Background: an optimization exercise with open tools, aiming at small area, a short achievable clock period and few clock cycles per item. Do not read the settings as production practice. Function was checked by simulation only, so behaviour that the tests miss may differ from the original.

**flow/run.sh**
```bash
#!/bin/bash
# synth_recipe.tcl (not shown) runs the flow's synth.tcl, then flattens the netlist and writes it again
# the make line also repeats each setting of config.mk as NAME=value (left out here)
make -C /OpenROAD-flow-scripts/flow DESIGN_CONFIG=/design/flow/config.mk WORK_HOME=/design/flow/orfs CLKGATE_MAP_FILE= SYNTH_SCRIPT=/design/flow/synth_recipe.tcl finish
```
**flow/config.mk**
```make
export PLATFORM = sky130hd
export DESIGN_NAME = rect_polar_converter_top
export DESIGN_NICKNAME = rect_polar_converter_top
export VERILOG_FILES = /design/flow/design.v
export SDC_FILE = /design/flow/constraint.sdc
export NUM_CORES = 4
export LEC_CHECK = 0
export CAP_MARGIN = 20
export CORE_MARGIN = 2
export CORE_UTILIZATION = 40
export PLACE_DENSITY = 0.75
export SETUP_SLACK_MARGIN = 4.5
export SLEW_MARGIN = 20
export TNS_END_PERCENT = 0
```
**flow/constraint.sdc**
```tcl
create_clock -name core_clock -period 7.5 [get_ports {clk}]
set_input_delay 1.5000 -clock core_clock [delete_from_list [all_inputs] [get_ports {clk}]]
set_output_delay 1.5000 -clock core_clock [all_outputs]
set_load 0.01 [all_outputs]
```
**flow/design.v**
```verilog
`timescale 1ns / 1ps
package rpc_pkg;
	localparam int GUARD_BITS = 16;
	localparam int XW = 33;
	localparam int ZW = 32;
	function automatic logic [31:0] turn_atan(input int i);
		case (i)
			0: turn_atan = 32'h20000000;
			1: turn_atan = 32'h12E4051E;
			2: turn_atan = 32'h09FB385B;
			3: turn_atan = 32'h051111D4;
			4: turn_atan = 32'h028B0D43;
			5: turn_atan = 32'h0145D7E1;
			6: turn_atan = 32'h00A2F61E;
			7: turn_atan = 32'h00517C55;
			8: turn_atan = 32'h0028BE53;
			9: turn_atan = 32'h00145F2F;
			10: turn_atan = 32'h000A2F98;
			11: turn_atan = 32'h000517CC;
			12: turn_atan = 32'h00028BE6;
			13: turn_atan = 32'h000145F3;
			14: turn_atan = 32'h0000A2FA;
			15: turn_atan = 32'h0000517D;
			default: turn_atan = 32'h00000000;
		endcase
	endfunction
endpackage
`timescale 1ns / 1ps
module rpc_cordic_stage #(
	parameter int SHIFT = 0,
	parameter logic [31:0] ATAN = 32'h20000000
) (
	input  logic                             clk,
	input  logic                             en,
	input  logic                             mode_in,
	input  logic                             ccw_in,
	input  logic signed [rpc_pkg::XW-1:0]    x_in,
	input  logic signed [rpc_pkg::XW-1:0]    y_in,
	input  logic        [rpc_pkg::ZW-1:0]    z_in,
	output logic                             mode_out,
	output logic                             ccw_out,
	output logic signed [rpc_pkg::XW-1:0]    x_out,
	output logic signed [rpc_pkg::XW-1:0]    y_out,
	output logic        [rpc_pkg::ZW-1:0]    z_out
);
	localparam int XW = rpc_pkg::XW;
	localparam int ZW = rpc_pkg::ZW;
	localparam logic [ZW-1:0] ATAN_P = ATAN;
	localparam logic [ZW-1:0] ATAN_N = -ATAN;
	logic ccw;
	logic signed [XW-1:0] dx;
	logic signed [XW-1:0] dy;
	logic [XW:0] x_sum;
	logic [XW:0] y_sum;
	logic [ZW-1:0] z_nx;
	always_comb begin
		ccw = ccw_in;
		dx = y_in >>> SHIFT;
		dy = x_in >>> SHIFT;
		x_sum = {x_in, 1'b1} + {dx ^ {XW{ccw}}, ccw};
		y_sum = {y_in, 1'b1} + {dy ^ {XW{!ccw}}, !ccw};
		z_nx = z_in + (ccw ? ATAN_N : ATAN_P);
	end
	always_ff @(posedge clk) begin
		if (en) begin
			mode_out <= mode_in;
			x_out <= x_sum[XW:1];
			y_out <= y_sum[XW:1];
			z_out <= z_nx;
		end
	end
	always_ff @(posedge clk) begin
		if (en) begin
			ccw_out <= mode_in ? !z_nx[ZW-1] : y_sum[XW];
		end else begin
			ccw_out <= mode_out ? !z_out[ZW-1] : y_out[XW-1];
		end
	end
endmodule
module rpc_gain_csa (
	input  logic [15:0] a,
	input  logic        f,
	output logic [32:0] s_hi,
	output logic [32:0] c_hi,
	output logic        cin
);
	logic w1;
	logic w2;
	logic w3;
	logic w4;
	logic w5;
	logic w6;
	logic w7;
	logic w8;
	logic w9;
	logic w10;
	logic w11;
	logic w12;
	logic w13;
	logic w14;
	logic w15;
	logic w16;
	logic w17;
	logic w18;
	logic w19;
	logic w20;
	logic w21;
	logic w22;
	logic w23;
	logic w24;
	logic w25;
	logic w26;
	logic w27;
	logic w28;
	logic w29;
	logic w30;
	logic w31;
	logic w32;
	logic w33;
	logic w34;
	logic w35;
	logic w36;
	logic w37;
	logic w38;
	logic w39;
	logic w40;
	logic w41;
	logic w42;
	logic w43;
	logic w44;
	logic w45;
	logic w46;
	logic w47;
	logic w48;
	logic w49;
	logic w50;
	logic w51;
	logic w52;
	logic w53;
	logic w54;
	logic w55;
	logic w56;
	logic w57;
	logic w58;
	logic w59;
	logic w60;
	logic w61;
	logic w62;
	logic w63;
	logic w64;
	logic w65;
	logic w66;
	logic w67;
	logic w68;
	logic w69;
	logic w70;
	logic w71;
	logic w72;
	logic w73;
	logic w74;
	logic w75;
	logic w76;
	logic w77;
	logic w78;
	logic w79;
	logic w80;
	logic w81;
	logic w82;
	logic w83;
	logic w84;
	logic w85;
	logic w86;
	logic w87;
	logic w88;
	logic w89;
	logic w90;
	logic w91;
	logic w92;
	logic w93;
	logic w94;
	logic w95;
	logic w96;
	logic w97;
	logic w98;
	logic w99;
	logic w100;
	logic w101;
	logic w102;
	logic w103;
	logic w104;
	logic w105;
	logic w106;
	logic w107;
	logic w108;
	logic w109;
	logic w110;
	logic w111;
	logic w112;
	logic w113;
	logic w114;
	logic w115;
	logic w116;
	logic w117;
	logic w118;
	logic w119;
	logic w120;
	logic w121;
	logic w122;
	logic w123;
	logic w124;
	logic w125;
	logic w126;
	logic w127;
	logic w128;
	logic w129;
	logic w130;
	logic w131;
	logic w132;
	logic w133;
	logic w134;
	logic w135;
	logic w136;
	logic w137;
	logic w138;
	logic w139;
	logic w140;
	logic w141;
	logic w142;
	logic w143;
	logic w144;
	logic w145;
	logic w146;
	logic w147;
	logic w148;
	logic w149;
	logic w150;
	logic w151;
	logic w152;
	logic w153;
	logic w154;
	logic w155;
	logic w156;
	logic w157;
	logic w158;
	logic w159;
	logic w160;
	logic w161;
	logic w162;
	logic w163;
	logic w164;
	logic w165;
	logic w166;
	logic w167;
	logic w168;
	logic w169;
	logic w170;
	logic w171;
	logic w172;
	logic w173;
	logic w174;
	logic w175;
	logic w176;
	logic w177;
	logic w178;
	logic w179;
	logic w180;
	logic w181;
	logic w182;
	logic w183;
	logic w184;
	logic w185;
	logic w186;
	logic w187;
	logic w188;
	logic w189;
	logic w190;
	logic w191;
	logic w192;
	logic w193;
	logic w194;
	logic w195;
	logic w196;
	logic w197;
	logic w198;
	logic w199;
	logic w200;
	logic w201;
	logic w202;
	logic w203;
	logic w204;
	logic w205;
	logic w206;
	logic w207;
	logic w208;
	logic w209;
	logic w210;
	logic w211;
	logic w212;
	logic w213;
	logic w214;
	logic w215;
	logic w216;
	logic w217;
	logic w218;
	logic w219;
	logic w220;
	logic w221;
	logic w222;
	logic w223;
	logic w224;
	logic w225;
	logic w226;
	logic w227;
	logic w228;
	logic w229;
	logic w230;
	logic w231;
	logic w232;
	logic w233;
	logic w234;
	logic w235;
	logic w236;
	logic w237;
	logic w238;
	logic w239;
	logic w240;
	logic w241;
	logic w242;
	logic w243;
	logic w244;
	logic w245;
	logic w246;
	logic w247;
	logic w248;
	logic w249;
	logic w250;
	logic w251;
	logic w252;
	logic w253;
	logic w254;
	logic w255;
	logic w256;
	logic w257;
	logic w258;
	logic w259;
	logic w260;
	logic w261;
	logic w262;
	logic w263;
	logic w264;
	logic w265;
	logic w266;
	logic w267;
	logic w268;
	logic w269;
	logic w270;
	logic w271;
	logic w272;
	logic w273;
	logic w274;
	logic w275;
	logic w276;
	logic w277;
	logic w278;
	logic w279;
	logic w280;
	logic [13:0] lo_s;
	logic [13:0] lo_c;
	logic [14:0] lo_sum;
	assign w1 = (a[15] ^ f) ^ ~(a[12] ^ f);
	assign w2 = (a[15] ^ f) & ~(a[12] ^ f);
	assign w3 = ~(a[13] ^ f) ^ ~(a[10] ^ f);
	assign w4 = ~(a[13] ^ f) & ~(a[10] ^ f);
	assign w5 = ~(a[14] ^ f) ^ ~(a[11] ^ f) ^ (a[7] ^ f);
	assign w6 = (~(a[14] ^ f) & ~(a[11] ^ f)) | (~(a[14] ^ f) & (a[7] ^ f)) | (~(a[11] ^ f) & (a[7] ^ f));
	assign w7 = (a[15] ^ f) ^ ~(a[12] ^ f) ^ (a[8] ^ f);
	assign w8 = ((a[15] ^ f) & ~(a[12] ^ f)) | ((a[15] ^ f) & (a[8] ^ f)) | (~(a[12] ^ f) & (a[8] ^ f));
	assign w9 = ~(a[13] ^ f) ^ (a[9] ^ f);
	assign w10 = ~(a[13] ^ f) & (a[9] ^ f);
	assign w11 = ~(a[14] ^ f) ^ (a[10] ^ f) ^ (a[8] ^ f);
	assign w12 = (~(a[14] ^ f) & (a[10] ^ f)) | (~(a[14] ^ f) & (a[8] ^ f)) | ((a[10] ^ f) & (a[8] ^ f));
	assign w13 = (a[15] ^ f) ^ (a[11] ^ f) ^ (a[9] ^ f);
	assign w14 = ((a[15] ^ f) & (a[11] ^ f)) | ((a[15] ^ f) & (a[9] ^ f)) | ((a[11] ^ f) & (a[9] ^ f));
	assign w15 = (a[12] ^ f) ^ (a[10] ^ f);
	assign w16 = (a[12] ^ f) & (a[10] ^ f);
	assign w17 = (a[13] ^ f) ^ (a[11] ^ f) ^ ~(a[9] ^ f);
	assign w18 = ((a[13] ^ f) & (a[11] ^ f)) | ((a[13] ^ f) & ~(a[9] ^ f)) | ((a[11] ^ f) & ~(a[9] ^ f));
	assign w19 = (a[14] ^ f) ^ (a[12] ^ f) ^ ~(a[10] ^ f);
	assign w20 = ((a[14] ^ f) & (a[12] ^ f)) | ((a[14] ^ f) & ~(a[10] ^ f)) | ((a[12] ^ f) & ~(a[10] ^ f));
	assign w21 = ~(a[15] ^ f) ^ (a[13] ^ f) ^ ~(a[11] ^ f);
	assign w22 = (~(a[15] ^ f) & (a[13] ^ f)) | (~(a[15] ^ f) & ~(a[11] ^ f)) | ((a[13] ^ f) & ~(a[11] ^ f));
	assign w23 = (a[14] ^ f) ^ ~(a[12] ^ f) ^ ~(a[9] ^ f);
	assign w24 = ((a[14] ^ f) & ~(a[12] ^ f)) | ((a[14] ^ f) & ~(a[9] ^ f)) | (~(a[12] ^ f) & ~(a[9] ^ f));
	assign w25 = ~(a[15] ^ f) ^ ~(a[13] ^ f) ^ ~(a[10] ^ f);
	assign w26 = (~(a[15] ^ f) & ~(a[13] ^ f)) | (~(a[15] ^ f) & ~(a[10] ^ f)) | (~(a[13] ^ f) & ~(a[10] ^ f));
	assign w27 = ~(a[14] ^ f) ^ ~(a[11] ^ f);
	assign w28 = ~(a[14] ^ f) & ~(a[11] ^ f);
	assign w29 = (a[10] ^ f) ^ ~(a[6] ^ f);
	assign w30 = (a[10] ^ f) & ~(a[6] ^ f);
	assign w31 = (a[11] ^ f) ^ ~(a[7] ^ f);
	assign w32 = (a[11] ^ f) & ~(a[7] ^ f);
	assign w33 = (a[12] ^ f) ^ ~(a[8] ^ f);
	assign w34 = (a[12] ^ f) & ~(a[8] ^ f);
	assign w35 = (a[13] ^ f) ^ ~(a[9] ^ f) ^ ~(a[6] ^ f);
	assign w36 = ((a[13] ^ f) & ~(a[9] ^ f)) | ((a[13] ^ f) & ~(a[6] ^ f)) | (~(a[9] ^ f) & ~(a[6] ^ f));
	assign w37 = (a[14] ^ f) ^ ~(a[10] ^ f) ^ ~(a[7] ^ f);
	assign w38 = ((a[14] ^ f) & ~(a[10] ^ f)) | ((a[14] ^ f) & ~(a[7] ^ f)) | (~(a[10] ^ f) & ~(a[7] ^ f));
	assign w39 = ~(a[4] ^ f) ^ (a[0] ^ f);
	assign w40 = ~(a[4] ^ f) & (a[0] ^ f);
	assign w41 = ~(a[15] ^ f) ^ ~(a[11] ^ f) ^ ~(a[8] ^ f);
	assign w42 = (~(a[15] ^ f) & ~(a[11] ^ f)) | (~(a[15] ^ f) & ~(a[8] ^ f)) | (~(a[11] ^ f) & ~(a[8] ^ f));
	assign w43 = ~(a[5] ^ f) ^ (a[1] ^ f) ^ 1'b1;
	assign w44 = (~(a[5] ^ f) & (a[1] ^ f)) | (~(a[5] ^ f) & 1'b1) | ((a[1] ^ f) & 1'b1);
	assign w45 = ~(a[12] ^ f) ^ ~(a[9] ^ f) ^ ~(a[6] ^ f);
	assign w46 = (~(a[12] ^ f) & ~(a[9] ^ f)) | (~(a[12] ^ f) & ~(a[6] ^ f)) | (~(a[9] ^ f) & ~(a[6] ^ f));
	assign w47 = (a[2] ^ f) ^ (a[0] ^ f) ^ ~f;
	assign w48 = ((a[2] ^ f) & (a[0] ^ f)) | ((a[2] ^ f) & ~f) | ((a[0] ^ f) & ~f);
	assign w49 = ~(a[13] ^ f) ^ ~(a[10] ^ f) ^ ~(a[7] ^ f);
	assign w50 = (~(a[13] ^ f) & ~(a[10] ^ f)) | (~(a[13] ^ f) & ~(a[7] ^ f)) | (~(a[10] ^ f) & ~(a[7] ^ f));
	assign w51 = (a[3] ^ f) ^ (a[1] ^ f) ^ ~f;
	assign w52 = ((a[3] ^ f) & (a[1] ^ f)) | ((a[3] ^ f) & ~f) | ((a[1] ^ f) & ~f);
	assign w53 = ~(a[14] ^ f) ^ ~(a[11] ^ f) ^ ~(a[8] ^ f);
	assign w54 = (~(a[14] ^ f) & ~(a[11] ^ f)) | (~(a[14] ^ f) & ~(a[8] ^ f)) | (~(a[11] ^ f) & ~(a[8] ^ f));
	assign w55 = (a[4] ^ f) ^ (a[2] ^ f) ^ ~(a[0] ^ f);
	assign w56 = ((a[4] ^ f) & (a[2] ^ f)) | ((a[4] ^ f) & ~(a[0] ^ f)) | ((a[2] ^ f) & ~(a[0] ^ f));
	assign w57 = w1 ^ ~(a[9] ^ f) ^ (a[5] ^ f);
	assign w58 = (w1 & ~(a[9] ^ f)) | (w1 & (a[5] ^ f)) | (~(a[9] ^ f) & (a[5] ^ f));
	assign w59 = (a[3] ^ f) ^ ~(a[1] ^ f) ^ 1'b1;
	assign w60 = ((a[3] ^ f) & ~(a[1] ^ f)) | ((a[3] ^ f) & 1'b1) | (~(a[1] ^ f) & 1'b1);
	assign w61 = w2 ^ w3 ^ (a[6] ^ f);
	assign w62 = (w2 & w3) | (w2 & (a[6] ^ f)) | (w3 & (a[6] ^ f));
	assign w63 = (a[4] ^ f) ^ ~(a[2] ^ f) ^ 1'b1;
	assign w64 = ((a[4] ^ f) & ~(a[2] ^ f)) | ((a[4] ^ f) & 1'b1) | (~(a[2] ^ f) & 1'b1);
	assign w65 = w4 ^ w5 ^ (a[5] ^ f);
	assign w66 = (w4 & w5) | (w4 & (a[5] ^ f)) | (w5 & (a[5] ^ f));
	assign w67 = ~(a[3] ^ f) ^ ~(a[0] ^ f) ^ f;
	assign w68 = (~(a[3] ^ f) & ~(a[0] ^ f)) | (~(a[3] ^ f) & f) | (~(a[0] ^ f) & f);
	assign w69 = w6 ^ w7 ^ (a[6] ^ f);
	assign w70 = (w6 & w7) | (w6 & (a[6] ^ f)) | (w7 & (a[6] ^ f));
	assign w71 = ~(a[4] ^ f) ^ ~(a[1] ^ f) ^ ~f;
	assign w72 = (~(a[4] ^ f) & ~(a[1] ^ f)) | (~(a[4] ^ f) & ~f) | (~(a[1] ^ f) & ~f);
	assign w73 = w8 ^ w9 ^ (a[7] ^ f);
	assign w74 = (w8 & w9) | (w8 & (a[7] ^ f)) | (w9 & (a[7] ^ f));
	assign w75 = ~(a[5] ^ f) ^ ~(a[2] ^ f) ^ 1'b1;
	assign w76 = (~(a[5] ^ f) & ~(a[2] ^ f)) | (~(a[5] ^ f) & 1'b1) | (~(a[2] ^ f) & 1'b1);
	assign w77 = w10 ^ w11 ^ ~(a[6] ^ f);
	assign w78 = (w10 & w11) | (w10 & ~(a[6] ^ f)) | (w11 & ~(a[6] ^ f));
	assign w79 = ~(a[3] ^ f) ^ ~(a[0] ^ f) ^ f;
	assign w80 = (~(a[3] ^ f) & ~(a[0] ^ f)) | (~(a[3] ^ f) & f) | (~(a[0] ^ f) & f);
	assign w81 = w12 ^ w13 ^ ~(a[7] ^ f);
	assign w82 = (w12 & w13) | (w12 & ~(a[7] ^ f)) | (w13 & ~(a[7] ^ f));
	assign w83 = ~(a[4] ^ f) ^ ~(a[1] ^ f) ^ ~f;
	assign w84 = (~(a[4] ^ f) & ~(a[1] ^ f)) | (~(a[4] ^ f) & ~f) | (~(a[1] ^ f) & ~f);
	assign w85 = w14 ^ w15 ^ ~(a[8] ^ f);
	assign w86 = (w14 & w15) | (w14 & ~(a[8] ^ f)) | (w15 & ~(a[8] ^ f));
	assign w87 = ~(a[5] ^ f) ^ ~(a[2] ^ f) ^ 1'b1;
	assign w88 = (~(a[5] ^ f) & ~(a[2] ^ f)) | (~(a[5] ^ f) & 1'b1) | (~(a[2] ^ f) & 1'b1);
	assign w89 = w16 ^ w17 ^ ~(a[6] ^ f);
	assign w90 = (w16 & w17) | (w16 & ~(a[6] ^ f)) | (w17 & ~(a[6] ^ f));
	assign w91 = ~(a[3] ^ f) ^ (a[0] ^ f) ^ ~f;
	assign w92 = (~(a[3] ^ f) & (a[0] ^ f)) | (~(a[3] ^ f) & ~f) | ((a[0] ^ f) & ~f);
	assign w93 = w18 ^ w19 ^ ~(a[7] ^ f);
	assign w94 = (w18 & w19) | (w18 & ~(a[7] ^ f)) | (w19 & ~(a[7] ^ f));
	assign w95 = ~(a[4] ^ f) ^ (a[1] ^ f) ^ ~f;
	assign w96 = (~(a[4] ^ f) & (a[1] ^ f)) | (~(a[4] ^ f) & ~f) | ((a[1] ^ f) & ~f);
	assign w97 = w20 ^ w21 ^ ~(a[8] ^ f);
	assign w98 = (w20 & w21) | (w20 & ~(a[8] ^ f)) | (w21 & ~(a[8] ^ f));
	assign w99 = ~(a[5] ^ f) ^ (a[2] ^ f) ^ (a[0] ^ f);
	assign w100 = (~(a[5] ^ f) & (a[2] ^ f)) | (~(a[5] ^ f) & (a[0] ^ f)) | ((a[2] ^ f) & (a[0] ^ f));
	assign w101 = w22 ^ w23 ^ ~(a[6] ^ f);
	assign w102 = (w22 & w23) | (w22 & ~(a[6] ^ f)) | (w23 & ~(a[6] ^ f));
	assign w103 = (a[3] ^ f) ^ (a[1] ^ f) ^ ~f;
	assign w104 = ((a[3] ^ f) & (a[1] ^ f)) | ((a[3] ^ f) & ~f) | ((a[1] ^ f) & ~f);
	assign w105 = w24 ^ w25 ^ ~(a[7] ^ f);
	assign w106 = (w24 & w25) | (w24 & ~(a[7] ^ f)) | (w25 & ~(a[7] ^ f));
	assign w107 = (a[4] ^ f) ^ (a[2] ^ f) ^ f;
	assign w108 = ((a[4] ^ f) & (a[2] ^ f)) | ((a[4] ^ f) & f) | ((a[2] ^ f) & f);
	assign w109 = w26 ^ w27 ^ ~(a[8] ^ f);
	assign w110 = (w26 & w27) | (w26 & ~(a[8] ^ f)) | (w27 & ~(a[8] ^ f));
	assign w111 = (a[5] ^ f) ^ (a[3] ^ f) ^ 1'b1;
	assign w112 = ((a[5] ^ f) & (a[3] ^ f)) | ((a[5] ^ f) & 1'b1) | ((a[3] ^ f) & 1'b1);
	assign w113 = w28 ^ (a[15] ^ f) ^ ~(a[12] ^ f);
	assign w114 = (w28 & (a[15] ^ f)) | (w28 & ~(a[12] ^ f)) | ((a[15] ^ f) & ~(a[12] ^ f));
	assign w115 = ~(a[9] ^ f) ^ (a[6] ^ f) ^ (a[4] ^ f);
	assign w116 = (~(a[9] ^ f) & (a[6] ^ f)) | (~(a[9] ^ f) & (a[4] ^ f)) | ((a[6] ^ f) & (a[4] ^ f));
	assign w117 = ~(a[13] ^ f) ^ ~(a[10] ^ f) ^ (a[7] ^ f);
	assign w118 = (~(a[13] ^ f) & ~(a[10] ^ f)) | (~(a[13] ^ f) & (a[7] ^ f)) | (~(a[10] ^ f) & (a[7] ^ f));
	assign w119 = (a[5] ^ f) ^ 1'b1;
	assign w120 = (a[5] ^ f) & 1'b1;
	assign w121 = ~(a[14] ^ f) ^ ~(a[11] ^ f) ^ (a[8] ^ f);
	assign w122 = (~(a[14] ^ f) & ~(a[11] ^ f)) | (~(a[14] ^ f) & (a[8] ^ f)) | (~(a[11] ^ f) & (a[8] ^ f));
	assign w123 = (a[6] ^ f) ^ 1'b1;
	assign w124 = (a[6] ^ f) & 1'b1;
	assign w125 = (a[15] ^ f) ^ ~(a[12] ^ f) ^ (a[9] ^ f);
	assign w126 = ((a[15] ^ f) & ~(a[12] ^ f)) | ((a[15] ^ f) & (a[9] ^ f)) | (~(a[12] ^ f) & (a[9] ^ f));
	assign w127 = ~(a[13] ^ f) ^ (a[10] ^ f);
	assign w128 = ~(a[13] ^ f) & (a[10] ^ f);
	assign w129 = ~(a[14] ^ f) ^ (a[11] ^ f);
	assign w130 = ~(a[14] ^ f) & (a[11] ^ f);
	assign w131 = (a[7] ^ f) ^ ~(a[3] ^ f);
	assign w132 = (a[7] ^ f) & ~(a[3] ^ f);
	assign w133 = (a[8] ^ f) ^ ~(a[4] ^ f);
	assign w134 = (a[8] ^ f) & ~(a[4] ^ f);
	assign w135 = (a[9] ^ f) ^ ~(a[5] ^ f);
	assign w136 = (a[9] ^ f) & ~(a[5] ^ f);
	assign w137 = w29 ^ ~(a[3] ^ f) ^ ~(a[0] ^ f);
	assign w138 = (w29 & ~(a[3] ^ f)) | (w29 & ~(a[0] ^ f)) | (~(a[3] ^ f) & ~(a[0] ^ f));
	assign w139 = w30 ^ w31 ^ ~(a[4] ^ f);
	assign w140 = (w30 & w31) | (w30 & ~(a[4] ^ f)) | (w31 & ~(a[4] ^ f));
	assign w141 = w32 ^ w33 ^ ~(a[5] ^ f);
	assign w142 = (w32 & w33) | (w32 & ~(a[5] ^ f)) | (w33 & ~(a[5] ^ f));
	assign w143 = w34 ^ w35 ^ ~(a[3] ^ f);
	assign w144 = (w34 & w35) | (w34 & ~(a[3] ^ f)) | (w35 & ~(a[3] ^ f));
	assign w145 = w36 ^ w37 ^ w39;
	assign w146 = (w36 & w37) | (w36 & w39) | (w37 & w39);
	assign w147 = w38 ^ w40 ^ w41;
	assign w148 = (w38 & w40) | (w38 & w41) | (w40 & w41);
	assign w149 = w42 ^ w44 ^ w45;
	assign w150 = (w42 & w44) | (w42 & w45) | (w44 & w45);
	assign w151 = w46 ^ w48 ^ w49;
	assign w152 = (w46 & w48) | (w46 & w49) | (w48 & w49);
	assign w153 = w50 ^ w52 ^ w53;
	assign w154 = (w50 & w52) | (w50 & w53) | (w52 & w53);
	assign w155 = w54 ^ w56 ^ w57;
	assign w156 = (w54 & w56) | (w54 & w57) | (w56 & w57);
	assign w157 = w58 ^ w60 ^ w61;
	assign w158 = (w58 & w60) | (w58 & w61) | (w60 & w61);
	assign w159 = w62 ^ w64 ^ w65;
	assign w160 = (w62 & w64) | (w62 & w65) | (w64 & w65);
	assign w161 = w66 ^ w68 ^ w69;
	assign w162 = (w66 & w68) | (w66 & w69) | (w68 & w69);
	assign w163 = w70 ^ w72 ^ w73;
	assign w164 = (w70 & w72) | (w70 & w73) | (w72 & w73);
	assign w165 = w74 ^ w76 ^ w77;
	assign w166 = (w74 & w76) | (w74 & w77) | (w76 & w77);
	assign w167 = w78 ^ w80 ^ w81;
	assign w168 = (w78 & w80) | (w78 & w81) | (w80 & w81);
	assign w169 = w82 ^ w84 ^ w85;
	assign w170 = (w82 & w84) | (w82 & w85) | (w84 & w85);
	assign w171 = w86 ^ w88 ^ w89;
	assign w172 = (w86 & w88) | (w86 & w89) | (w88 & w89);
	assign w173 = w90 ^ w92 ^ w93;
	assign w174 = (w90 & w92) | (w90 & w93) | (w92 & w93);
	assign w175 = w94 ^ w96 ^ w97;
	assign w176 = (w94 & w96) | (w94 & w97) | (w96 & w97);
	assign w177 = w98 ^ w100 ^ w101;
	assign w178 = (w98 & w100) | (w98 & w101) | (w100 & w101);
	assign w179 = w102 ^ w104 ^ w105;
	assign w180 = (w102 & w104) | (w102 & w105) | (w104 & w105);
	assign w181 = w106 ^ w108 ^ w109;
	assign w182 = (w106 & w108) | (w106 & w109) | (w108 & w109);
	assign w183 = w110 ^ w112 ^ w113;
	assign w184 = (w110 & w112) | (w110 & w113) | (w112 & w113);
	assign w185 = w114 ^ w116 ^ w117;
	assign w186 = (w114 & w116) | (w114 & w117) | (w116 & w117);
	assign w187 = w118 ^ w120 ^ w121;
	assign w188 = (w118 & w120) | (w118 & w121) | (w120 & w121);
	assign w189 = w122 ^ w124 ^ w125;
	assign w190 = (w122 & w124) | (w122 & w125) | (w124 & w125);
	assign w191 = w126 ^ w127 ^ (a[8] ^ f);
	assign w192 = (w126 & w127) | (w126 & (a[8] ^ f)) | (w127 & (a[8] ^ f));
	assign w193 = w128 ^ w129 ^ (a[9] ^ f);
	assign w194 = (w128 & w129) | (w128 & (a[9] ^ f)) | (w129 & (a[9] ^ f));
	assign w195 = w130 ^ (a[15] ^ f) ^ (a[12] ^ f);
	assign w196 = (w130 & (a[15] ^ f)) | (w130 & (a[12] ^ f)) | ((a[15] ^ f) & (a[12] ^ f));
	assign w197 = (a[13] ^ f) ^ (a[11] ^ f);
	assign w198 = (a[13] ^ f) & (a[11] ^ f);
	assign w199 = (a[14] ^ f) ^ (a[12] ^ f);
	assign w200 = (a[14] ^ f) & (a[12] ^ f);
	assign w201 = (a[4] ^ f) ^ ~(a[0] ^ f);
	assign w202 = (a[4] ^ f) & ~(a[0] ^ f);
	assign w203 = (a[5] ^ f) ^ ~(a[1] ^ f);
	assign w204 = (a[5] ^ f) & ~(a[1] ^ f);
	assign w205 = (a[6] ^ f) ^ ~(a[2] ^ f);
	assign w206 = (a[6] ^ f) & ~(a[2] ^ f);
	assign w207 = w131 ^ ~(a[0] ^ f) ^ ~f;
	assign w208 = (w131 & ~(a[0] ^ f)) | (w131 & ~f) | (~(a[0] ^ f) & ~f);
	assign w209 = w132 ^ w133 ^ ~(a[1] ^ f);
	assign w210 = (w132 & w133) | (w132 & ~(a[1] ^ f)) | (w133 & ~(a[1] ^ f));
	assign w211 = w134 ^ w135 ^ ~(a[2] ^ f);
	assign w212 = (w134 & w135) | (w134 & ~(a[2] ^ f)) | (w135 & ~(a[2] ^ f));
	assign w213 = w136 ^ w137 ^ ~f;
	assign w214 = (w136 & w137) | (w136 & ~f) | (w137 & ~f);
	assign w215 = w138 ^ w139 ^ ~(a[1] ^ f);
	assign w216 = (w138 & w139) | (w138 & ~(a[1] ^ f)) | (w139 & ~(a[1] ^ f));
	assign w217 = w140 ^ w141 ^ ~(a[2] ^ f);
	assign w218 = (w140 & w141) | (w140 & ~(a[2] ^ f)) | (w141 & ~(a[2] ^ f));
	assign w219 = w142 ^ w143 ^ 1'b1;
	assign w220 = (w142 & w143) | (w142 & 1'b1) | (w143 & 1'b1);
	assign w221 = w144 ^ w145 ^ f;
	assign w222 = (w144 & w145) | (w144 & f) | (w145 & f);
	assign w223 = w146 ^ w147 ^ w43;
	assign w224 = (w146 & w147) | (w146 & w43) | (w147 & w43);
	assign w225 = w148 ^ w149 ^ w47;
	assign w226 = (w148 & w149) | (w148 & w47) | (w149 & w47);
	assign w227 = w150 ^ w151 ^ w51;
	assign w228 = (w150 & w151) | (w150 & w51) | (w151 & w51);
	assign w229 = w152 ^ w153 ^ w55;
	assign w230 = (w152 & w153) | (w152 & w55) | (w153 & w55);
	assign w231 = w154 ^ w155 ^ w59;
	assign w232 = (w154 & w155) | (w154 & w59) | (w155 & w59);
	assign w233 = w156 ^ w157 ^ w63;
	assign w234 = (w156 & w157) | (w156 & w63) | (w157 & w63);
	assign w235 = w158 ^ w159 ^ w67;
	assign w236 = (w158 & w159) | (w158 & w67) | (w159 & w67);
	assign w237 = w160 ^ w161 ^ w71;
	assign w238 = (w160 & w161) | (w160 & w71) | (w161 & w71);
	assign w239 = w162 ^ w163 ^ w75;
	assign w240 = (w162 & w163) | (w162 & w75) | (w163 & w75);
	assign w241 = w164 ^ w165 ^ w79;
	assign w242 = (w164 & w165) | (w164 & w79) | (w165 & w79);
	assign w243 = w166 ^ w167 ^ w83;
	assign w244 = (w166 & w167) | (w166 & w83) | (w167 & w83);
	assign w245 = w168 ^ w169 ^ w87;
	assign w246 = (w168 & w169) | (w168 & w87) | (w169 & w87);
	assign w247 = w170 ^ w171 ^ w91;
	assign w248 = (w170 & w171) | (w170 & w91) | (w171 & w91);
	assign w249 = w172 ^ w173 ^ w95;
	assign w250 = (w172 & w173) | (w172 & w95) | (w173 & w95);
	assign w251 = w174 ^ w175 ^ w99;
	assign w252 = (w174 & w175) | (w174 & w99) | (w175 & w99);
	assign w253 = w176 ^ w177 ^ w103;
	assign w254 = (w176 & w177) | (w176 & w103) | (w177 & w103);
	assign w255 = w178 ^ w179 ^ w107;
	assign w256 = (w178 & w179) | (w178 & w107) | (w179 & w107);
	assign w257 = w180 ^ w181 ^ w111;
	assign w258 = (w180 & w181) | (w180 & w111) | (w181 & w111);
	assign w259 = w182 ^ w183 ^ w115;
	assign w260 = (w182 & w183) | (w182 & w115) | (w183 & w115);
	assign w261 = w184 ^ w185 ^ w119;
	assign w262 = (w184 & w185) | (w184 & w119) | (w185 & w119);
	assign w263 = w186 ^ w187 ^ w123;
	assign w264 = (w186 & w187) | (w186 & w123) | (w187 & w123);
	assign w265 = w188 ^ w189 ^ (a[7] ^ f);
	assign w266 = (w188 & w189) | (w188 & (a[7] ^ f)) | (w189 & (a[7] ^ f));
	assign w267 = w190 ^ w191 ^ 1'b1;
	assign w268 = (w190 & w191) | (w190 & 1'b1) | (w191 & 1'b1);
	assign w269 = w192 ^ w193 ^ 1'b1;
	assign w270 = (w192 & w193) | (w192 & 1'b1) | (w193 & 1'b1);
	assign w271 = w194 ^ w195 ^ (a[10] ^ f);
	assign w272 = (w194 & w195) | (w194 & (a[10] ^ f)) | (w195 & (a[10] ^ f));
	assign w273 = w196 ^ w197 ^ 1'b1;
	assign w274 = (w196 & w197) | (w196 & 1'b1) | (w197 & 1'b1);
	assign w275 = w198 ^ w199 ^ 1'b1;
	assign w276 = (w198 & w199) | (w198 & 1'b1) | (w199 & 1'b1);
	assign w277 = w200 ^ ~(a[15] ^ f) ^ (a[13] ^ f);
	assign w278 = (w200 & ~(a[15] ^ f)) | (w200 & (a[13] ^ f)) | (~(a[15] ^ f) & (a[13] ^ f));
	assign w279 = (a[14] ^ f) ^ 1'b1;
	assign w280 = (a[14] ^ f) & 1'b1;
	assign s_hi = {1'b1, 1'b1, w280, w278, w276, w274, w272, w270, w268, w266, w264, w262, w260, w258, w256, w254, w252, w250, w248, w246, w244, w242, w240, w238, w236, w234, w232, w230, w228, w226, w224, w222, w220};
	assign c_hi = {1'b0, 1'b0, ~(a[15] ^ f), w279, w277, w275, w273, w271, w269, w267, w265, w263, w261, w259, w257, w255, w253, w251, w249, w247, w245, w243, w241, w239, w237, w235, w233, w231, w229, w227, w225, w223, w221};
	assign lo_s = {w218, w216, w214, w212, w210, w208, w206, w204, w202, w201, (a[3] ^ f), (a[2] ^ f), (a[1] ^ f), (a[0] ^ f)};
	assign lo_c = {w219, w217, w215, w213, w211, w209, w207, w205, w203, ~f, 1'b0, 1'b0, 1'b0, 1'b0};
	assign lo_sum = {1'b0, lo_s} + {1'b0, lo_c};
	assign cin = lo_sum[14];
endmodule
`timescale 1ns / 1ps
module rect_polar_converter_top #(
	parameter int CORDIC_STAGES = 16,
	parameter int VALUE_WIDTH = 16
) (
	input  logic                         clk,
	input  logic                         arst_n,
	input  logic                         in_valid,
	output logic                         in_ready,
	input  logic                         mode,
	input  logic signed [VALUE_WIDTH-1:0] first_value,
	input  logic signed [VALUE_WIDTH-1:0] second_value,
	output logic                         out_valid,
	input  logic                         out_ready,
	output logic signed [VALUE_WIDTH:0]   first_result,
	output logic signed [VALUE_WIDTH-1:0] second_result
);
	localparam int W = VALUE_WIDTH;
	localparam int N = CORDIC_STAGES;
	localparam int XW = rpc_pkg::XW;
	localparam int ZW = rpc_pkg::ZW;
	localparam int G = rpc_pkg::GUARD_BITS;
	localparam int L = N + 2;
	localparam logic [ZW-1:0] Z_ZERO = 32'hB8F9ADE6;   
	localparam logic signed [W:0] MAG_HI = 17'sd46341;
	logic stall_q;
	logic adv;
	logic vq [0:L];
	assign adv = !stall_q;
	assign in_ready = adv;
	logic flip_in;
	logic m0;
	logic f0;
	logic [W-1:0] a0;
	logic [W-1:0] b0;
	always_comb begin
		flip_in = mode ? ((!second_value[W-1] && second_value[W-2] && (second_value[W-3:0] != '0))
		                  || (second_value[W-1] && !second_value[W-2]))
		               : first_value[W-1];
	end
	always_ff @(posedge clk) begin
		if (adv) begin
			m0 <= mode;
			f0 <= flip_in;
			a0 <= first_value;
			b0 <= second_value;
		end
	end
	logic [W-1:0] yb;
	logic fy;
	logic zero0;
	logic [ZW-1:0] z_init;
	logic [XW-1:0] sx_w, cx_w, sy_w, cy_w;
	logic cix_w, ciy_w;
	always_comb begin
		yb = m0 ? '0 : b0;
		fy = !m0 && f0;
		zero0 = (a0 == '0) && (b0 == '0);
		if (m0) begin
			z_init = {b0[W-1] ^ f0, b0[W-2:0], 16'd0};
		end else if (zero0) begin
			z_init = Z_ZERO;
		end else begin
			z_init = {f0, 15'd0, 16'h8000};
		end
	end
	rpc_gain_csa u_gx (.a(a0), .f(f0), .s_hi(sx_w), .c_hi(cx_w), .cin(cix_w));
	rpc_gain_csa u_gy (.a(yb), .f(fy), .s_hi(sy_w), .c_hi(cy_w), .cin(ciy_w));
	logic m1;
	logic [XW-1:0] sx1, cx1, sy1, cy1;
	logic cix1, ciy1;
	logic [ZW-1:0] z1;
	always_ff @(posedge clk) begin
		if (adv) begin
			m1 <= m0;
			sx1 <= sx_w;
			cx1 <= cx_w;
			cix1 <= cix_w;
			sy1 <= sy_w;
			cy1 <= cy_w;
			ciy1 <= ciy_w;
			z1 <= z_init;
		end
	end
	logic [XW:0] x_add;
	logic [XW:0] y_add;
	always_comb begin
		x_add = {sx1, 1'b1} + {cx1, cix1};
		y_add = {sy1, 1'b1} + {cy1, ciy1};
	end
	logic rm [0:N];
	logic rc [0:N];
	logic signed [XW-1:0] rx [0:N];
	logic signed [XW-1:0] ry [0:N];
	logic [ZW-1:0] rz [0:N];
	logic m2;
	logic c2;
	logic signed [XW-1:0] x2;
	logic signed [XW-1:0] y2;
	logic [ZW-1:0] z2;
	always_ff @(posedge clk) begin
		if (adv) begin
			m2 <= m1;
			x2 <= x_add[XW:1];
			y2 <= y_add[XW:1];
			z2 <= z1;
		end
	end
	always_ff @(posedge clk) begin
		if (adv) begin
			c2 <= m1 ? !z1[ZW-1] : y_add[XW];
		end else begin
			c2 <= m2 ? !z2[ZW-1] : y2[XW-1];
		end
	end
	assign rm[0] = m2;
	assign rc[0] = c2;
	assign rx[0] = x2;
	assign ry[0] = y2;
	assign rz[0] = z2;
	for (genvar k = 0; k < N; k++) begin : g_rot
		rpc_cordic_stage #(
			.SHIFT(k),
			.ATAN(rpc_pkg::turn_atan(k))
		) u_stage (
			.clk(clk),
			.en(adv),
			.mode_in(rm[k]),
			.ccw_in(rc[k]),
			.x_in(rx[k]),
			.y_in(ry[k]),
			.z_in(rz[k]),
			.mode_out(rm[k+1]),
			.ccw_out(rc[k+1]),
			.x_out(rx[k+1]),
			.y_out(ry[k+1]),
			.z_out(rz[k+1])
		);
	end
	always_ff @(posedge clk or negedge arst_n) begin
		if (!arst_n) begin
			for (int i = 0; i <= L; i++) begin
				vq[i] <= 1'b0;
			end
		end else if (adv) begin
			vq[0] <= in_valid;
			for (int i = 1; i <= L; i++) begin
				vq[i] <= vq[i-1];
			end
		end
	end
	logic [XW-1:0] ux_full;
	logic [XW-1:0] uy_full;
	logic signed [W:0] ux;
	logic signed [W:0] uy;
	logic signed [W:0] res_first;
	logic signed [W-1:0] res_second;
	always_comb begin
		ux_full = rx[N] + XW'(1 << (G - 1));
		uy_full = ry[N] + XW'(1 << (G - 1));
		ux = $signed(ux_full[XW-1:G]);
		uy = $signed(uy_full[XW-1:G]);
		res_first = (ux > MAG_HI) ? MAG_HI : ux;
		if (rm[N]) begin
			res_second = (uy > 17'sd32767) ? 16'sd32767
			           : (uy < -17'sd32768) ? -16'sd32768 : uy[W-1:0];
		end else begin
			res_second = rz[N][ZW-1:ZW-W];
		end
	end
	logic push;
	logic pop;
	logic hv, sv;
	logic hv_nx, sv_nx;
	logic signed [W:0] h_first, s_first;
	logic signed [W-1:0] h_second, s_second;
	always_comb begin
		push = adv && vq[L];
		pop = hv && out_ready;
		if (pop || !hv) begin
			hv_nx = sv || push;
			sv_nx = sv && push;
		end else begin
			hv_nx = 1'b1;
			sv_nx = sv || push;
		end
	end
	always_ff @(posedge clk or negedge arst_n) begin
		if (!arst_n) begin
			hv <= 1'b0;
			sv <= 1'b0;
			stall_q <= 1'b0;
		end else begin
			hv <= hv_nx;
			sv <= sv_nx;
			stall_q <= hv_nx && sv_nx;
		end
	end
	always_ff @(posedge clk) begin
		if (pop || !hv) begin
			if (sv) begin
				h_first <= s_first;
				h_second <= s_second;
			end else begin
				h_first <= res_first;
				h_second <= res_second;
			end
		end
		if (push && (sv || (hv && !pop))) begin
			s_first <= res_first;
			s_second <= res_second;
		end
	end
	assign out_valid = hv;
	assign first_result = h_first;
	assign second_result = h_second;
endmodule
```
==> results.toml, run 1 <==
[floorplan]
fp-row-count = 220
num_io_pins = 72
chipWidth_um = 606
initial_core_util = 0.403
core_mm2 = 0.360
floorplan.die.height_um = 606
design.die.area_mm2 = 0.367

[clock_network]
cts.sinks = 1875
cts_tree = "built"
cts-htree-levels = 4
cts_root_buffer = "clkbuf_16"
clk_pin_slew_worst_paths_ns = 0.06
clk_latency_ns = 0.92
numCtsBuffers = 208
cts_max_path_buffers = 4
cts_hold_buf = 0

[worst_setup_path]
critical_path_class = "register to register"
worst-endpoint-required_ns = 8.13
worst_ep_arrival_ns = 4.38
worstSetupEndpointType = "register"
setup.worst_path.start_class = "register"
critical_path.max_fanout = 33
setup.worst_path.start = "g_rot[2].u_stage.ccw_out"
regToRegStartpoint = "g_rot[2].u_stage.ccw_out"

[sta]
final.setup_skew_ns = 0.0957
achievable-frequency_ghz = 0.267
timing.setup.tns_ns = 0
maxSlewViolCount = 0
endpoints_failing_hold = 0
slew_at_the_pin_with_the_worst_max_slew_slack_ns = 1.04
post-route-min-period_ns = 3.75
rsz0062_at_grt = "yes"
timing.slew.headroom = 0.304
min_period_over_period = 0.500
final-setup-viol-count = 0

[final_layout]
finish.utilization = 0.453
stdcell_count = 19200
nNetsFinal = 16100
area_growth_syn_to_layout_pct = 12.5
post_route_cells_drive_above_1_share = 0.0748

[grt]
grt_overflow = 0
grt_pass1_vias = 102000
largest_net_degree_at_the_start_of_global_routing = 190
global_route.usage.total = 0.182
grt_antenna_before_repair = 4
wire_length_of_the_first_global_routing_pass_um = 544000

[route]
firstDrtPassIters = 6
routed_wire_length_per_instance_um = 18.1
avgViaCountPerCell = 5.51
detailroute.via_count = 106000
drt_first_iter_violations = 7131
drtAntennaViolNets = 0
wirelength_um = 347000
post-route-drc-count = 0

[yosys]
synth_seq_cells = 1875
most_common_flop_cell_mapped_by_yosys = "edfxtp_1"
synth.net_count = 15700
yosys.cell_types.count = 112
syn-mean-instance-area_um2 = 10.4
async_flop_share = 0.0117
synth-edff-count = 1837
synth_area_mm2 = 0.145
synth_seq_area_share = 0.387
synth_warnings = 29
netlist_instances = 13900

[placement]
placedCellCount = 18600
detailedPlacementHpwl_um = 260000
globalplace.congestion = 0.961
total_of_buffers_placed_on_input_and_output_ports = 71

[run_status]
outcome = "complete, no violations"

[worst_hold_path]
holdCritStartpoint = "g_rot[9].u_stage.z_out[1]"
hold_path.class = "register to register"

[job]
cap_viol_max_count = 0
==> sequential cells by signal, summed over array words and instances (netlist names), 19 cells and up <==
| signal | flops |
|---|---|
| g_rot.u_stage.z_out | 465 |
| cx1 | 31 |
| g_rot.u_stage.y_out | 513 |
| sx1 | 31 |
| vq | 19 |
| sy1 | 31 |
| x2 | 33 |
| cy1 | 31 |
| g_rot.u_stage.x_out | 513 |
| y2 | 33 |
==> cell type report <==
class / instances / area [um2]
Fill cell: 32600 / 197000
Multi-Input combinational cell: 11100 / 87000
Sequential cell: 1875 / 56100
Tap cell: 4773 / 5970
Clock buffer: 248 / 5480
Timing Repair Buffer: 363 / 4110
Inverter: 668 / 2620
Clock inverter: 141 / 1580
Timing Repair inverter: 3 / 23.8
Antenna cell: 4 / 10.0
==> synth_stat cells (all sizes together), types with 25 or more instances <==
| cell type | instances | area [um2] |
|---|---|---|
| xor2 | 840 | 7360 |
| a311oi | 25 | 244 |
| o2111ai | 28 | 245 |
| fa | 184 | 3680 |
| a2111oi | 32 | 303 |
| mux2i | 35 | 350 |
| a211oi | 96 | 726 |
| o21bai | 216 | 1620 |
| nand2b | 232 | 1450 |
| o21ai | 673 | 3380 |
| o31a | 34 | 298 |
| nand2 | 611 | 2290 |
| a211o | 36 | 315 |
| a21boi | 45 | 338 |
| a31oi | 139 | 895 |
| a21oi | 1247 | 6270 |
| nand3 | 266 | 1330 |
| a41oi | 26 | 243 |
| nor2b | 167 | 1040 |
| nor4 | 29 | 181 |
| inv | 662 | 2480 |
| or3 | 55 | 344 |
| o31ai | 61 | 483 |
| or2 | 45 | 282 |
| clkbuf | 158 | 593 |
| buf | 92 | 388 |
| nor2 | 786 | 2950 |
| a21o | 773 | 5800 |
| a31o | 44 | 385 |
| xnor2 | 1493 | 13100 |
| nor3 | 233 | 1170 |
| and4 | 27 | 236 |
| o21a | 252 | 1890 |
| mux2 | 46 | 518 |
| o211ai | 75 | 568 |
| edfxtp | 1837 | 55200 |
| a221o | 26 | 260 |
| ha | 1584 | 19800 |
| and3 | 152 | 951 |
| nand4 | 115 | 719 |
| and2 | 96 | 601 |
==> per-layer routing <==
| metal | track usage | wire, um | up-vias |
|---|---|---|---|
| li1 | - | - | 52200 |
| met1 | 0.213 | 141000 | 50000 |
| met2 | 0.324 | 170000 | 2674 |
| met3 | 0.0208 | 14500 | 936 |
| met4 | 0.100 | 21400 | 6 |
| met5 | 0 | 30 | - |
==> cells by family (layout without fill, tap and decap cells) <==
logic type                 Yosys count  after routing  synth area share
adders and majority gates         1774           1774             0.163
DFF                               1875           1875             0.387
and+or+nand+nor                   2895           2895            0.0980
xor gates and xnor gates          2333           2333             0.141
muxes                               81             81           0.00599
AOI/OAI and AO/OA                 4047           4048             0.181
other                                0              4                 0
buffers and inverters              918           1423            0.0241
==> repair_timing <==
item,CTS,global route
pin swaps,51,74
gates cloned,16,6
setup endpoints to repair,1313,1068
buffers inserted,152,59
resized for setup,275,153
==> final timing paths <==
kind	end	slack, ns	depth (start not counted)
hold / removal	g_rot[10].u_stage.z_out[1]	0.41	0
min in group asynchronous	vq[17]	0.53	1
hold reg to reg	g_rot[10].u_stage.z_out[1]	0.41	0
setup / recovery	g_rot[3].u_stage.y_out[25]	3.75	14
max in group asynchronous	stall_q	6.61	1
setup reg to reg	g_rot[3].u_stage.y_out[25]	3.75	14
==> cells in the final DEF (no fill, tap or decap), types with 69 or more instances in the layout <==
cell type / count
nor2_1: 782
nor2b_1: 166
a31oi_1: 118
o21ai_1: 79
inv_1: 636
xnor2_1: 1479
nand2_1: 609
ha_1: 1574
a21o_1: 773
clkbuf_16: 218
o211ai_1: 74
a21oi_1: 1206
nand3_1: 265
o21ai_0: 573
clkdlybuf4s50_1: 69
nand2b_1: 232
and2_1: 82
and3_1: 150
o21bai_1: 216
edfxtp_1: 1837
o21a_1: 252
xor2_1: 826
buf_4: 209
nor3_1: 230
a211oi_1: 70
fa_1: 183
nand4_1: 115
==> metrics by stage <==
step,cell area (um2),hold WS (ns),worst slack (ns)
after CTS,162000,0.404,3.82
after floorplan,145000,0.400,0.924
after global routing,163000,0.409,3.61
after detailed placement,151000,0.405,2.65
after global placement,151000,0.401,2.74
final,163000,0.408,3.75
==> worst max-delay path, stage by stage, from the launching register on <==
cell	delay, ns
dfxtp_4	0.44
buf_16	0.17
buf_12	0.27
xnor2_1	0.13
ha_1	0.35
a21o_1	0.18
a21o_1	0.17
a21o_1	0.19
a21o_1	0.18
a21oi_1	0.23
inv_1	0.10
a211o_1	0.31
a2111oi_1	0.44
nor3_1	0.13
xor2_1	0.16
Testbench counts, summed over its fixed seeds: cycles 8,160, items 8,000.
==> run 2: changes to the inputs <==
--- a/flow/config.mk
+++ b/flow/config.mk
@@ -8,7 +8,6 @@
 export CAP_MARGIN = 20
 export CORE_MARGIN = 2
 export CORE_UTILIZATION = 40
-export PLACE_DENSITY = 0.75
 export SETUP_SLACK_MARGIN = 4.5
 export SLEW_MARGIN = 20
 export TNS_END_PERCENT = 0
==> results.toml, run 2 <==
[worst_setup_path]
worstSetupEndpointType = "register"
crit_top_cell = "a21o_1"
cell_by_cell_listing_of_the_critical_path = "buf_12, buf_12, buf_4, buf_8, xnor2_1, buf_4, ha_1, a21o_1, a21o_1, a21oi_1, o21bai_1, a21o_1, a21o_1, a21oi_1, o31ai_2, xor2_2, buf_4, nor2_1, o31ai_1"
setup.worst_path.start = "g_rot[10].u_stage.ccw_out"
worst-endpoint-required_ns = 8.28
regToRegStartpoint = "g_rot[10].u_stage.ccw_out"
critical_path.max_fanout = 12
setup.worst_path.start_class = "register"
timing.reg2reg.worst_path_depth = 19
critical_path_class = "register to register"
critical_path.max_stage_delay_ns = 0.36
reg2reg_slack_ns = 3.75
r2r_end = "g_rot[11].u_stage.ccw_out"
crit_end = "g_rot[11].u_stage.ccw_out"
worst_ep_arrival_ns = 4.53
cpMaxStageDelayCell = "dfxtp_4"

[clock_network]
cts_hold_buf = 0
numCtsBuffers = 220
cts_tree = "built"
cts_max_path_buffers = 4
cts_root_buffer = "clkbuf_16"
cts-htree-levels = 4
cts.sinks = 1875
clk_latency_ns = 0.92
clk_pin_slew_worst_paths_ns = 0.06

[yosys]
yosysTopAreaCellShare = 0.381
synth_common_cells = "edfxtp_1, ha_1, xnor2_1, a21oi_1, xor2_1"
async_flop_share = 0.0117
syn-mean-instance-area_um2 = 10.4
netlist_instances = 13900
post_synth_main_area_contributors = "edfxtp_1, ha_1, xnor2_1"
synth_area_leader_cell = "edfxtp_1"
most_common_flop_cell_mapped_by_yosys = "edfxtp_1"
yosys.cell_types.count = 112
synth_seq_cells = 1875
synth_area_mm2 = 0.145
synth_seq_area_share = 0.387
synthMostInstantiatedCell = "edfxtp_1"
synth_warnings = 29
synth.net_count = 15700
synth-edff-count = 1837

[floorplan]
chipWidth_um = 606
initial_core_util = 0.403
design.die.area_mm2 = 0.367
num_io_pins = 72
floorplan.die.height_um = 606
core_mm2 = 0.360
fp-row-count = 220

[run_status]
outcome = "complete, no violations"

[sta]
final-setup-viol-count = 0
min_period_over_period = 0.499
final.setup_skew_ns = 0.0835
maxSlewViolCount = 0
endpoints_failing_hold = 0
timing.slew.headroom = 0.323
rsz0062_at_grt = "yes"
timing.setup.tns_ns = 0
post-route-min-period_ns = 3.75
slew_at_the_pin_with_the_worst_max_slew_slack_ns = 1.02
achievable-frequency_ghz = 0.267

[grt]
wire_length_of_the_first_global_routing_pass_um = 566000
grt_pass1_vias = 99200
largest_net_degree_at_the_start_of_global_routing = 179
grt_overflow = 0
grt_antenna_before_repair = 6
global_route.usage.total = 0.194

[worst_hold_path]
hold_path.class = "register to register"

[job]
cap_viol_max_count = 0

[route]
detailroute.via_count = 104000
drtAntennaViolNets = 0
avgViaCountPerCell = 5.40
wirelength_um = 368000
firstDrtPassIters = 6
drt_first_iter_violations = 7255
routed_wire_length_per_instance_um = 19.1
post-route-drc-count = 0

[final_layout]
layout.filler_cells = 33600
area_growth_syn_to_layout_pct = 12.5
largest_registers_in_the_final_layout = "g_rot.u_stage.x_out x513, g_rot.u_stage.y_out x513, g_rot.u_stage.z_out x465"
nNetsFinal = 16100
finish.instance_area_mm2 = 0.163
layout.area.seq_mm2 = 0.0561
mostFrequentLayoutCells = "edfxtp_1, ha_1, xnor2_1"
mostFrequentLayoutCell = "edfxtp_1"
post_route_cells_drive_above_1_share = 0.0749
multi_input_gate_area_mm2 = 0.0870

[placement]
detailedPlacementHpwl_um = 278000
detailed_place.area_mm2 = 0.151
globalplace.congestion = 0.910
total_of_buffers_placed_on_input_and_output_ports = 71
[run 2: cell types whose count changed in the layout (fill, tap and decap cells not counted), sizes merged]
cell | previous run | this run
buf | 278 | 282
diode | 4 | 3
clkinv | 88 | 90
bufbuf | 10 | 6
clkbuf | 253 | 263
inv | 651 | 653
clkinvlp | 47 | 42
bufinv | 26 | 25
[run 2: through the flow]
stage	setup WS, ns	hold WS (ns)	std cells	util
floorplan	0.924	0.400	13900	-
global placement	2.70	0.402	18600	0.420
detailed placement	2.63	0.405	18600	0.420
CTS	3.74	0.418	19100	0.449
global route	3.62	0.425	19200	0.453
finish	3.75	0.416	19200	0.453
[run 2: worst min-delay path by stage]
stage	cells past startpoint	slack [ns]	to	from
2_1_floorplan	0	0.40	g_rot[0].u_stage.z_out[13]	z2[13]
5_1_grt	0	0.42	z2[19]	z1[19]
6_report	0	0.42	z2[19]	z1[19]
3_3_place_gp	0	0.40	g_rot[0].u_stage.z_out[24]	z2[24]
4_1_cts	0	0.42	z2[29]	z1[29]
3_5_place_dp	0	0.40	g_rot[0].u_stage.z_out[16]	z2[16]
[run 2: layout make-up]
| class | instances | area share |
|---|---|---|
| inverters | 668 | 0.0161 |
| flip-flops and latches | 1875 | 0.344 |
| diodes | 3 | 0.0000461 |
| clock buffers | 255 | 0.0349 |
| repair inverters | 2 | 0.0000998 |
| well taps | 4773 | 0.0367 |
| multi-input cells | 11100 | 0.534 |
| clock inverters | 140 | 0.00891 |
| repair buffers | 366 | 0.0248 |
[run 2: kinds of logic (layout without fill, tap and decap cells)]
logic type	Yosys count	count (layout)	synth area share
compound gates	4047	4048	0.181
xor+xnor	2333	2333	0.141
fa+ha+maj	1774	1774	0.163
buf+inv	918	1431	0.0241
flops	1875	1875	0.387
mux	81	81	0.00599
other cells	0	3	0
simple gates	2895	2895	0.0980
[run 2: routing by layer]
layer | vias up | GRT usage | wire [um] | share of wire
met5 | - | 0 | 7 | 0.000019
met4 | 2 | 0.0712 | 14400 | 0.039
met3 | 549 | 0.0203 | 13700 | 0.037
met2 | 2008 | 0.334 | 176000 | 0.48
met1 | 49000 | 0.251 | 164000 | 0.45
li1 | 52100 | - | - | -
[run 2: critical path: cells and delay by family, from the launching register on]
kind / cells / cell delay [ns]
AO/OA/AOI/OAI: 9 / 1.53
XOR/XNOR: 2 / 0.27
adder cells (fa/ha/maj): 1 / 0.31
buffers and inverters: 6 / 1.09
flip-flops: 1 / 0.36
AND/OR/NAND/NOR: 1 / 0.05
[run 2: what timing repair did]
item	CTS	global route
endpoints found under the setup margin	2453	1140
resized for setup	233	181
buffers inserted	157	57
gates cloned	8	8
pin swaps	47	62
==> run 3: changes to the inputs <==
--- a/flow/config.mk
+++ b/flow/config.mk
@@ -8,6 +8,8 @@
 export CAP_MARGIN = 20
 export CORE_MARGIN = 2
 export CORE_UTILIZATION = 40
+export CTS_CLUSTER_DIAMETER = 80
+export CTS_CLUSTER_SIZE = 20
 export SETUP_SLACK_MARGIN = 4.5
 export SLEW_MARGIN = 20
 export TNS_END_PERCENT = 0
==> results.toml, run 3 <==
[sta]
slew_at_the_pin_with_the_worst_max_slew_slack_ns = 1.03
rsz0062_at_grt = "yes"
maxSlewViolCount = 0
endpoints_failing_hold = 0
timing.slew.headroom = 0.314
final.setup_skew_ns = 0.0823
achievable-frequency_ghz = 0.265
post-route-min-period_ns = 3.77
min_period_over_period = 0.503
final-setup-viol-count = 0
timing.setup.tns_ns = 0

[yosys]
synthMostInstantiatedCell = "edfxtp_1"
synth_seq_cells = 1875
yosys.cell_types.count = 112
yosysTopAreaCellShare = 0.381
netlist_instances = 13900
synth_area_mm2 = 0.145
synth_area_leader_cell = "edfxtp_1"
yosys.area_share.simple = 0.0980
synth_mux_area_frac = 0.00599
synthAdderAreaFrac = 0.163
synth_compound_gate_area_share = 0.181
synth_xor_area_frac = 0.141
post_synth_main_area_contributors = "edfxtp_1, ha_1, xnor2_1"
synth_common_cells = "edfxtp_1, ha_1, xnor2_1, a21oi_1, xor2_1"
synth-edff-count = 1837
synth_warnings = 29
async_flop_share = 0.0117
synth.net_count = 15700
synth_seq_area_share = 0.387
most_common_flop_cell_mapped_by_yosys = "edfxtp_1"
syn-mean-instance-area_um2 = 10.4
dominant_combinational_cell_family_by_area_after_synthesis = "compound AO/OA/AOI/OAI gates"

[clock_network]
cts_tree = "built"
clk_pin_slew_worst_paths_ns = 0.08
numCtsBuffers = 146
cts-htree-levels = 4
clk_latency_ns = 0.89
cts_root_buffer = "clkbuf_16"
cts.sinks = 1875
cts_max_path_buffers = 4

[worst_hold_path]
hold_path.class = "register to register"

[route]
post-route-drc-count = 0
avgViaCountPerCell = 5.40
drt_first_iter_violations = 7105
routed_wire_length_per_instance_um = 19.1
drtAntennaViolNets = 0
firstDrtPassIters = 6
wirelength_um = 364000
detailroute.via_count = 103000

[grt]
grt_antenna_before_repair = 7
grt_overflow = 0
global_route.usage.total = 0.192
largest_net_degree_at_the_start_of_global_routing = 179
grt_pass1_vias = 98100
wire_length_of_the_first_global_routing_pass_um = 561000

[placement]
detailedPlacementHpwl_um = 278000
globalplace.congestion = 0.910
detailed_place.area_mm2 = 0.151
total_of_buffers_placed_on_input_and_output_ports = 71
placedCellCount = 18600

[worst_setup_path]
reg2reg_slack_ns = 3.73
critical_path.max_fanout = 6
worstSetupEndpointType = "register"
setup.worst_path.start_class = "register"
worst_ep_arrival_ns = 4.36
worst-endpoint-required_ns = 8.09
critical_path_class = "register to register"

[final_layout]
largest_registers_in_the_final_layout = "g_rot.u_stage.x_out x513, g_rot.u_stage.y_out x513, g_rot.u_stage.z_out x465"
nNetsFinal = 16000
layout.filler_cells = 33800
layout.area.seq_mm2 = 0.0561
mostFrequentLayoutCell = "edfxtp_1"
post_route_cells_drive_above_1_share = 0.0658
area_growth_syn_to_layout_pct = 10.5
multi_input_gate_area_mm2 = 0.0869
mostFrequentLayoutCells = "edfxtp_1, ha_1, xnor2_1"
finish.instance_area_mm2 = 0.160
finish.utilization = 0.445
stdcell_count = 19000

[floorplan]
design.die.area_mm2 = 0.367
initial_core_util = 0.403
num_io_pins = 72
floorplan.die.height_um = 606
core_mm2 = 0.360
chipWidth_um = 606
fp-row-count = 220

[job]
cap_viol_max_count = 0

[run_status]
outcome = "complete, no violations"
==> run 3: kinds of logic (layout without fill, tap and decap cells) <==
| kind of cell | count (synthesis) | count (layout) |
|---|---|---|
| compound gates | 4047 | 4048 |
| mux | 81 | 81 |
| buf+inv | 918 | 1266 |
| other cells | 0 | 2 |
| xor+xnor | 2333 | 2333 |
| flops | 1875 | 1875 |
| fa+ha+maj | 1774 | 1774 |
| simple gates | 2895 | 2895 |
==> run 3: layer usage <==
| metal | global-route usage | vias to the layer above | part of all wire |
|---|---|---|---|
| met5 | 0 | - | 0.000052 |
| met4 | 0.0661 | 2 | 0.037 |
| met3 | 0.0179 | 493 | 0.036 |
| met2 | 0.333 | 1931 | 0.48 |
| met1 | 0.251 | 48600 | 0.45 |
| li1 | - | 51900 | - |
==> run 3: worst paths after layout <==
check                                              to  cells past startpoint                startpoint
max                        g_rot[2].u_stage.x_out[31]                     14  g_rot[1].u_stage.ccw_out
max reg2reg                g_rot[2].u_stage.x_out[31]                     14  g_rot[1].u_stage.ccw_out
max in group asynchronous                     stall_q                      1                    arst_n
min                        g_rot[0].u_stage.z_out[16]                      0                    z2[16]
min in group asynchronous                      vq[18]                      1                    arst_n
min reg2reg                g_rot[0].u_stage.z_out[16]                      0                    z2[16]
==> run 3: timing repair <==
action | 4_1_cts | 5_1_grt
gates cloned | 8 | 5
resized for setup | 194 | 173
setup buffers | 150 | 55
hold buffers | 0 | 0
pin swaps | 36 | 63
setup endpoints to repair | 2513 | 1149
==> run 3: area by class of cell <==
cell class | count | share of cell area
Antenna cell | 2 | 0.0000313
Inverter | 668 | 0.0163
Timing Repair Buffer | 354 | 0.0243
Clock inverter | 79 | 0.00544
Sequential cell | 1875 | 0.350
Timing Repair inverter | 2 | 0.0000860
Tap cell | 4773 | 0.0373
Multi-Input combinational cell | 11100 | 0.542
Clock buffer | 163 | 0.0238
==> run 3: critical path, stage by stage, from the launching register on <==
cell,delay (ns)
dfxtp_4,0.44
buf_4,0.16
xor2_1,0.19
ha_1,0.32
a21o_1,0.18
a21o_1,0.17
a21o_1,0.16
a32o_2,0.25
a221o_1,0.45
a21oi_4,0.24
o21ai_2,0.14
or3b_1,0.36
a31o_1,0.23
a21oi_2,0.15
xnor2_1,0.08
==> run 3: stage by stage <==
stage,setup WS (ns),hold WS [ns]
5_1_grt,3.57,0.414
2_1_floorplan,0.924,0.400
6_report,3.73,0.409
3_3_place_gp,2.70,0.402
4_1_cts,3.70,0.410
3_5_place_dp,2.63,0.405

## what the ideal ports hide
How much do the figures lean on ideal ports? The routed layouts below were timed once more, with nothing changed but the port constraints.
Step 1: set_driving_cell puts a clkbuf_16 on clk and a buf_2 on each other input, an assumption about the parent block.
Step 2 moves the port delays by t, midway between the first and last clock arrival at a register: inputs arrive t later, outputs are due t later. That takes back most of the time a late clock gives input paths.
Slacks: no drivers / after step 1 / after step 2; pairs: no drivers / after step 1.
run | t (ns) | setup WS [ns] | slew at the worst register clock pin (ns)
run 1 | 0.988 | 3.751 / 3.751 / 3.745 | 0.07 / 0.07
run 2 | 0.986 | 3.755 / 3.755 / 3.755 | 0.07 / 0.07
run 3 | 0.957 | 3.726 / 3.726 / 3.726 | 0.09 / 0.09
After both steps every run listed still meets setup and hold. The setup slack of run 1, which loses most, moves by 0.000 ns with the drivers and by -0.006 ns with both steps.
